This is an optimization exercise on Yosys and OpenROAD, whose aim is a short achievable clock period and few clock cycles per item, not a production implementation.
Only simulation tests tie the RTL to the original design; equivalence was not proved.
Power is estimated from default activity; no workload was simulated.

==> design.v <==
package deq_pkg;
  localparam int WORD_W  = 32;
  localparam int COUNT_W = 5;
  localparam logic [WORD_W-1:0] WORD_NONE = '1;
  typedef enum logic [2:0] {
    KIND_PUSH_FRONT = 3'd0,
    KIND_PUSH_BACK  = 3'd1,
    KIND_POP_FRONT  = 3'd2,
    KIND_POP_BACK   = 3'd3,
    KIND_CLEAR      = 3'd4,
    KIND_REVERSE    = 3'd5
  } deq_kind_t;
  typedef enum logic {
    ST_IDLE,
    ST_FILL
  } deq_state_t;
  typedef struct packed {
    logic                push_dropped;
    logic                is_empty;
    logic [COUNT_W-1:0]  entry_count;
    logic [WORD_W-1:0]   back_value;
    logic [WORD_W-1:0]   front_value;
    logic                popped_ok;
    logic [WORD_W-1:0]   popped_value;
  } deq_res_t;
endpackage
module deq_store #(
  parameter int DEPTH = 16,
  parameter int CW    = 5
) (
  input  logic                       clk,
  input  logic                       rst_n,
  input  logic                       s_valid,
  input  logic [deq_pkg::WORD_W-1:0] s_value,
  input  logic [DEPTH-1:0]           s_wsel,
  input  logic [DEPTH-1:0]           s_psel,
  input  logic [DEPTH-1:0]           s_fsel,
  input  logic [DEPTH-1:0]           s_bsel,
  input  logic                       s_fnew,
  input  logic                       s_bnew,
  input  logic                       s_pop_ok,
  input  logic                       s_dropped,
  input  logic [CW-1:0]              s_count,
  input  logic                       s_empty,
  output logic                       r_valid,
  output deq_pkg::deq_res_t          r_res
);
  localparam int W = deq_pkg::WORD_W;
  logic [W-1:0] mem [DEPTH];
  logic [W-1:0] pop_w, front_w, back_w;
  always_ff @(posedge clk) begin
    for (int i = 0; i < DEPTH; i++) begin
      if (s_wsel[i]) mem[i] <= s_value;
    end
  end
  always_comb begin
    pop_w   = {W{!s_pop_ok}};
    front_w = {W{s_empty}} | ({W{s_fnew}} & s_value);
    back_w  = {W{s_empty}} | ({W{s_bnew}} & s_value);
    for (int i = 0; i < DEPTH; i++) begin
      pop_w   = pop_w   | ({W{s_psel[i]}} & mem[i]);
      front_w = front_w | ({W{s_fsel[i]}} & mem[i]);
      back_w  = back_w  | ({W{s_bsel[i]}} & mem[i]);
    end
  end
  always_ff @(posedge clk) begin
    if (!rst_n) r_valid <= 1'b0;
    else        r_valid <= s_valid;
  end
  always_ff @(posedge clk) begin
    r_res.push_dropped <= s_dropped;
    r_res.is_empty     <= s_empty;
    r_res.entry_count  <= s_count;
    r_res.back_value   <= back_w;
    r_res.front_value  <= front_w;
    r_res.popped_ok    <= s_pop_ok;
    r_res.popped_value <= pop_w;
  end
endmodule
module deq_ctrl #(
  parameter int DEPTH = 16,
  parameter int CW    = 5
) (
  input  logic                       clk,
  input  logic                       rst_n,
  input  logic                       op_valid,
  input  logic [2:0]                 op_kind,
  input  logic [deq_pkg::WORD_W-1:0] op_value,
  output logic                       s_valid,
  output logic [deq_pkg::WORD_W-1:0] s_value,
  output logic [DEPTH-1:0]           s_wsel,
  output logic [DEPTH-1:0]           s_psel,
  output logic [DEPTH-1:0]           s_fsel,
  output logic [DEPTH-1:0]           s_bsel,
  output logic                       s_fnew,
  output logic                       s_bnew,
  output logic                       s_pop_ok,
  output logic                       s_dropped,
  output logic [CW-1:0]              s_count,
  output logic                       s_empty
);
  localparam logic [CW-1:0] FULL_M1 = DEPTH - 1;
  localparam logic [CW-1:0] ONE     = 1;
  logic [DEPTH-1:0] head_r, tail_r;         
  logic [CW-1:0]    count_r;
  logic             empty_r, full_r, rev_r;
  logic [DEPTH-1:0] head_inc, head_dec, tail_inc, tail_dec;
  logic [DEPTH-1:0] head_nxt, tail_nxt;
  logic [CW-1:0]    count_nxt;
  logic             empty_nxt, full_nxt, rev_nxt;
  logic             is_push, is_pop, is_clr, is_rev, at_head, push_ok, pop_ok;
  assign head_inc = {head_r[DEPTH-2:0], head_r[DEPTH-1]};
  assign head_dec = {head_r[0], head_r[DEPTH-1:1]};
  assign tail_inc = {tail_r[DEPTH-2:0], tail_r[DEPTH-1]};
  assign tail_dec = {tail_r[0], tail_r[DEPTH-1:1]};
  assign is_push = op_valid && (op_kind[2:1] == 2'b00);
  assign is_pop  = op_valid && (op_kind[2:1] == 2'b01);
  assign is_clr  = op_valid && (op_kind == deq_pkg::KIND_CLEAR);
  assign is_rev  = op_valid && (op_kind == deq_pkg::KIND_REVERSE);
  assign at_head = (op_kind[0] == rev_r);
  assign push_ok = is_push && !full_r;
  assign pop_ok  = is_pop && !empty_r;
  always_comb begin
    head_nxt = head_r;
    tail_nxt = tail_r;
    if (push_ok && at_head)  head_nxt = head_dec;
    if (pop_ok && at_head)   head_nxt = head_inc;
    if (push_ok && !at_head) tail_nxt = tail_inc;
    if (pop_ok && !at_head)  tail_nxt = tail_dec;
    if (is_clr)              tail_nxt = head_dec;
  end
  always_comb begin
    count_nxt = count_r;
    if (push_ok) count_nxt = count_r + 1'b1;
    if (pop_ok)  count_nxt = count_r - 1'b1;
    if (is_clr)  count_nxt = '0;
  end
  assign empty_nxt = is_clr || (pop_ok && (count_r == ONE)) || (empty_r && !push_ok);
  assign full_nxt  = !is_clr && ((full_r && !pop_ok) || (push_ok && (count_r == FULL_M1)));
  assign rev_nxt   = rev_r ^ is_rev;
  always_ff @(posedge clk) begin
    if (!rst_n) begin
      head_r  <= {{(DEPTH-1){1'b0}}, 1'b1};
      tail_r  <= {1'b1, {(DEPTH-1){1'b0}}};
      count_r <= '0;
      empty_r <= 1'b1;
      full_r  <= 1'b0;
      rev_r   <= 1'b0;
      s_valid <= 1'b0;
    end else begin
      head_r  <= head_nxt;
      tail_r  <= tail_nxt;
      count_r <= count_nxt;
      empty_r <= empty_nxt;
      full_r  <= full_nxt;
      rev_r   <= rev_nxt;
      s_valid <= op_valid;
    end
  end
  always_ff @(posedge clk) begin
    s_value   <= op_value;
    s_wsel    <= push_ok ? (at_head ? head_dec : tail_inc) : '0;
    s_psel    <= pop_ok ? (at_head ? head_r : tail_r) : '0;
    s_fnew    <= push_ok && (!op_kind[0] || empty_r);
    s_bnew    <= push_ok && (op_kind[0] || empty_r);
    s_fsel    <= (empty_nxt || (push_ok && (!op_kind[0] || empty_r))) ? '0 :
                 (rev_nxt ? tail_nxt : head_nxt);
    s_bsel    <= (empty_nxt || (push_ok && (op_kind[0] || empty_r))) ? '0 :
                 (rev_nxt ? head_nxt : tail_nxt);
    s_pop_ok  <= pop_ok;
    s_dropped <= is_push && full_r;
    s_count   <= count_nxt;
    s_empty   <= empty_nxt;
  end
endmodule
module double_ended_queue_unit #(
  parameter int DEPTH = 16
) (
  input  logic         clk,
  input  logic         rst_n,
  input  logic         in_tvalid,
  output logic         in_tready,
  input  logic [39:0]  in_tdata,    
  input  logic [2:0]   in_tuser,    
  output logic         out_tvalid,
  input  logic         out_tready,
  output logic [103:0] out_tdata    
);
  localparam int CW   = $clog2(DEPTH + 1);
  localparam int W    = deq_pkg::WORD_W;
  localparam int RW   = 104;
  localparam int FD   = 4;
  localparam int CAP  = FD + 1;
  localparam logic [2:0] CAP_M1 = CAP - 1;
  logic          rdy_r;
  logic          accept;
  logic          op_valid;
  logic [2:0]    op_kind;
  logic [W-1:0]  op_value;
  assign in_tready = rdy_r;
  assign accept    = in_tvalid && rdy_r;
  always_ff @(posedge clk) begin
    if (!rst_n) op_valid <= 1'b0;
    else        op_valid <= accept;
  end
  always_ff @(posedge clk) begin
    op_kind  <= in_tuser;
    op_value <= in_tdata[W-1:0];
  end
  logic                       s_valid;
  logic [W-1:0]               s_value;
  logic [DEPTH-1:0]           s_wsel, s_psel, s_fsel, s_bsel;
  logic                       s_fnew, s_bnew, s_pop_ok, s_dropped, s_empty;
  logic [CW-1:0]              s_count;
  logic                       r_valid;
  deq_pkg::deq_res_t          r_res;
  deq_ctrl #(
    .DEPTH(DEPTH),
    .CW   (CW)
  ) u_ctrl (
    .clk      (clk),
    .rst_n    (rst_n),
    .op_valid (op_valid),
    .op_kind  (op_kind),
    .op_value (op_value),
    .s_valid  (s_valid),
    .s_value  (s_value),
    .s_wsel   (s_wsel),
    .s_psel   (s_psel),
    .s_fsel   (s_fsel),
    .s_bsel   (s_bsel),
    .s_fnew   (s_fnew),
    .s_bnew   (s_bnew),
    .s_pop_ok (s_pop_ok),
    .s_dropped(s_dropped),
    .s_count  (s_count),
    .s_empty  (s_empty)
  );
  deq_store #(
    .DEPTH(DEPTH),
    .CW   (CW)
  ) u_store (
    .clk      (clk),
    .rst_n    (rst_n),
    .s_valid  (s_valid),
    .s_value  (s_value),
    .s_wsel   (s_wsel),
    .s_psel   (s_psel),
    .s_fsel   (s_fsel),
    .s_bsel   (s_bsel),
    .s_fnew   (s_fnew),
    .s_bnew   (s_bnew),
    .s_pop_ok (s_pop_ok),
    .s_dropped(s_dropped),
    .s_count  (s_count),
    .s_empty  (s_empty),
    .r_valid  (r_valid),
    .r_res    (r_res)
  );
  logic [2:0] owed_r, owed_nxt;
  logic       take;
  assign take = out_tvalid && out_tready;
  always_comb begin
    owed_nxt = owed_r;
    if (accept && !take) owed_nxt = owed_r + 1'b1;
    if (!accept && take) owed_nxt = owed_r - 1'b1;
  end
  always_ff @(posedge clk) begin
    if (!rst_n) begin
      owed_r <= '0;
      rdy_r  <= 1'b1;
    end else begin
      owed_r <= owed_nxt;
      rdy_r  <= (owed_nxt <= CAP_M1);
    end
  end
  logic              ov_r;
  logic [RW-1:0]     od_r;
  logic [RW-1:0]     fifo [FD];
  logic [1:0]        wp_r, rp_r;
  logic [2:0]        fc_r;
  logic              o_free, f_any, f_pop, f_push;
  assign o_free = !ov_r || out_tready;
  assign f_any  = (fc_r != 3'd0);
  assign f_pop  = o_free && f_any;
  assign f_push = r_valid && !(o_free && !f_any);
  always_ff @(posedge clk) begin
    if (!rst_n) begin
      ov_r <= 1'b0;
      wp_r <= '0;
      rp_r <= '0;
      fc_r <= '0;
    end else begin
      if (o_free) ov_r <= f_any || r_valid;
      if (f_push) wp_r <= wp_r + 1'b1;
      if (f_pop)  rp_r <= rp_r + 1'b1;
      fc_r <= fc_r + {2'b00, f_push} - {2'b00, f_pop};
    end
  end
  always_ff @(posedge clk) begin
    if (o_free) od_r <= f_any ? fifo[rp_r] : r_res;
    if (f_push) fifo[wp_r] <= r_res;
  end
  assign out_tvalid = ov_r;
  assign out_tdata  = od_r;
endmodule
==> run.sh <==
#!/bin/bash
# synth_recipe.tcl (not shown) runs the flow's synth.tcl, then flattens the netlist and writes it again
# the make line also repeats each setting of config.mk as NAME=value (left out here)
make -C /OpenROAD-flow-scripts/flow DESIGN_CONFIG=/design/flow/config.mk WORK_HOME=/design/flow/orfs CLKGATE_MAP_FILE= SYNTH_SCRIPT=/design/flow/synth_recipe.tcl finish
==> config.mk <==
export PLATFORM = sky130hd
export DESIGN_NAME = double_ended_queue_unit
export DESIGN_NICKNAME = double_ended_queue_unit
export VERILOG_FILES = /design/flow/design.v
export SDC_FILE = /design/flow/constraint.sdc
export NUM_CORES = 4
export LEC_CHECK = 0
export ABC_CLOCK_PERIOD_IN_PS = 1500
export CAP_MARGIN = 20
export CORE_MARGIN = 2
export CORE_UTILIZATION = 40
export SETUP_SLACK_MARGIN = 3.0
export SLEW_MARGIN = 20
export TNS_END_PERCENT = 100
==> constraint.sdc <==
create_clock -name core_clock -period 5.0 [get_ports {clk}]
set_input_delay 1.0000 -clock core_clock [delete_from_list [all_inputs] [get_ports {clk}]]
set_output_delay 1.0000 -clock core_clock [all_outputs]
set_load 0.01 [all_outputs]
==> impl_metrics.ini <==
[power_and_ir_drop]
p_sw_frac = 0.242
power_switching_mw = 6.51
powerDensity_nw_per_um2 = 434
power.total_mw = 26.9
ir_drop_uv = 263
pwr-share-comb = 0.134
seqPwrFrac = 0.478
p_clk_frac = 0.388
internal-power_mw = 20.4
leakage_nw = 19.0

[run_status]
status = complete, no violations

[critical_path]
cp-end-kind = output port
required_ns = 4.00
cp_slowest_stage_delay_ns = 0.46
crit_slowest_cell = edfxtp_1
critPathArrivalTime_ns = 1.40
critPathTopFamily = flip-flops
start_kind = flop
cp_max_fo = 1
crit_type = reg -> out
path_cells = buf_2
critPathBufInv = 1

[sta]
hold_viol_final = 0
fin_tns_setup_ns = 0
tightest_slew_ns = 0.979
slew_violations = 0
finClkSkew_ns = 0.0329
finalWorstSetupSlack_ns = 2.60
whs_ns = 0.325
rsz0062_at_grt = true
maxSlewHeadroom = 0.347
min_period_over_period = 0.479
setup_viol = 0
fmax_mhz = 417
min_period_ns = 2.40

[global_route]
grt_pass1_wl_mm = 254
grt_max_degree = 106
antenna_found_initial = 6
grt_pass1_vias = 35200
grt_usage = 0.267
gr-total-overflow = 0

[synthesis]
muxShareOfSynthArea = 0.0678
async_reset_ff_frac = 0
synth_xor_area_frac = 0.00219
synth-edff-count = 1032
avgSynthCellArea_sq_um = 16.1
synth_fa_ha_area_frac = 0.00346
syn-cell-area_sq_um = 52100
synth_compound_area_frac = 0.143
postSynthCellCount = 3226
seq_area_frac_synth = 0.711
yosys.area_share.simple = 0.0529
synth_top_family_by_area = compound AO/OA/AOI/OAI gates
yosysWarnings = 4
synth_fp_nets = 3286
synthFlopType = edfxtp_1
ys_ff_latch = 1334
synth_cell_types = 60

[cts]
cts_sinks = 1334
clk_latency_ns = 0.78
clockBufferDepth = 3
h-tree-depth = 4
cts_tree = done
cts_inserted_buffers = 140
clk_pin_slew_worst_paths_ns = 0.06
cts-root-buf = clkbuf_16
postCtsHoldBufs = 0

[routing]
postRouteWirelength_mm = 186
drt-initial-drc-count = 7548
wl_per_cell_microns = 34.9
drt.antenna.violating_nets = 0
dr.pass1.iters = 12
post-route-drc-count = 0
vias = 36100
via_per_inst = 6.76

[die]
die_height_microns = 365
dieArea_sq_um = 133000
start_util = 0.403
io_pins = 153
core_sq_um = 129000
rows = 132
die_w_microns = 365

[finish]
drive_gt1_frac = 0.243
stdcell_count = 5338
layout_commonest_cell = edfxtp_1
seq_area_sq_um = 37200
multiInputGateArea_sq_um = 14600
final_util = 0.479
nNetsFinal = 3536
fillCellCount = 10900
most-common-layout-cells = 1032 x edfxtp_1, 292 x a22oi_1, 244 x dfxtp_1
final_area_sq_um = 61900
area_growth_syn_to_layout_pct = 18.9

[place]
portBuffers = 144
placed_cell_area_sq_um = 55800
gp_congestion = 0.922
place_inst = 4986
post-place-ws_ns = 1.46
place_hpwl_mm = 91.1

[min_path]
hp-class = reg -> reg

[job]
cap_violations = 0
[metal layers]
metal  track usage  routed length, microns
met5      0.000363                      75
met4         0.165                   14000
met3        0.0963                   26900
met2         0.388                   78900
met1         0.341                   66600
[flip-flops by register name, indices dropped and copies added (netlist names), 32 cells and up, named ones only]
register        count
u_store.mem       512
u_ctrl.s_value     32
u_store.r_res     104
fifo              416
od_r              104
op_value           32
[power by group through the flow]
stage | registers [mW] | logic (mW) | clock network [mW]
floorplan | 13.2 | 1.75 | 0
global placement | 13.2 | 3.10 | 0
detailed placement | 13.2 | 3.10 | 0
CTS | 12.9 | 3.48 | 10.6
global route | 12.9 | 3.82 | 11.0
finish | 12.9 | 3.59 | 10.4
[worst paths after layout]
| path | startpoint | end | slack (ns) | cells after the start |
|---|---|---|---|---|
| worst max register to register | fc_r[0] | fc_r[2] | 2.81 | 13 |
| worst max-delay path | od_r[11] | out_tdata[11] | 2.60 | 1 |
| worst min register to register | op_value[20] | u_ctrl.s_value[20] | 0.33 | 0 |
| worst min-delay path | op_value[20] | u_ctrl.s_value[20] | 0.33 | 0 |
[cell type report]
cell class	count	share of cell area
flip-flops and latches	1334	0.600
multi-input cells	1648	0.235
clock buffers	203	0.0654
repair buffers	336	0.0533
well taps	1742	0.0352
clock inverters	57	0.00918
inverters	16	0.00111
diodes	2	0.0000808
[Yosys cell counts, types with 37 or more instances]
cell | instances | area [sq um]
o21ai_0 | 37 | 185
nand3_1 | 81 | 405
and3_1 | 84 | 526
a221oi_1 | 208 | 1820
mux4_2 | 104 | 2340
nand2_1 | 41 | 154
a22o_1 | 223 | 1950
a22oi_1 | 292 | 2190
mux2_2 | 104 | 1170
edfxtp_1 | 1032 | 31000
dfxtp_1 | 302 | 6050
a21oi_1 | 70 | 350
clkbuf_1 | 181 | 679
nand4_1 | 92 | 576
nor2_1 | 63 | 236
[repair_timing]
action	CTS	global route
gates resized for setup	532	107
endpoints found under the setup margin	780	371
pin swaps	10	10
setup buffers	34	31
gates cloned	9	16
[kinds of logic after synthesis]
family                     after synthesis
xor gates and xnor gates                13
adders and majority gates               14
and+or+nand+nor                        471
AOI/OAI and AO/OA                      933
buffers and inverters                  251
muxes                                  210
DFF                                   1334
Testbench counts, summed over its fixed seeds: cycles 16,032, items 16,000.

[afterwards: timing with drivers on the ports]
The flow's constraints put no driver on any port. The routed layout listed below was extracted and timed again, unchanged, in two steps.
Step 1 (the two cells are an assumption about what drives the block):
set clk [get_ports {clk}]
set_driving_cell -lib_cell sky130_fd_sc_hd__clkbuf_16 $clk
set_driving_cell -lib_cell sky130_fd_sc_hd__buf_2 [delete_from_list [all_inputs] $clk]
Step 2 times the ports against the registers' clock, not the clock port: input delays grow and output delays shrink by t, the midpoint of the rising clock arrivals with the driver on.
Three values: no drivers, after step 1, after step 2; two values: the first two.
t, ns: 0.846
setup slack, ns: 2.605 / 2.524 / 2.093
worst setup path after step 2: input to register
worst data-port slew with drivers (ns): 0.04
pins driven straight from the clock port: 1
After both steps setup and hold are still met in this run. The setup slack of this run moves by -0.081 ns with the drivers and by -0.512 ns with both steps.
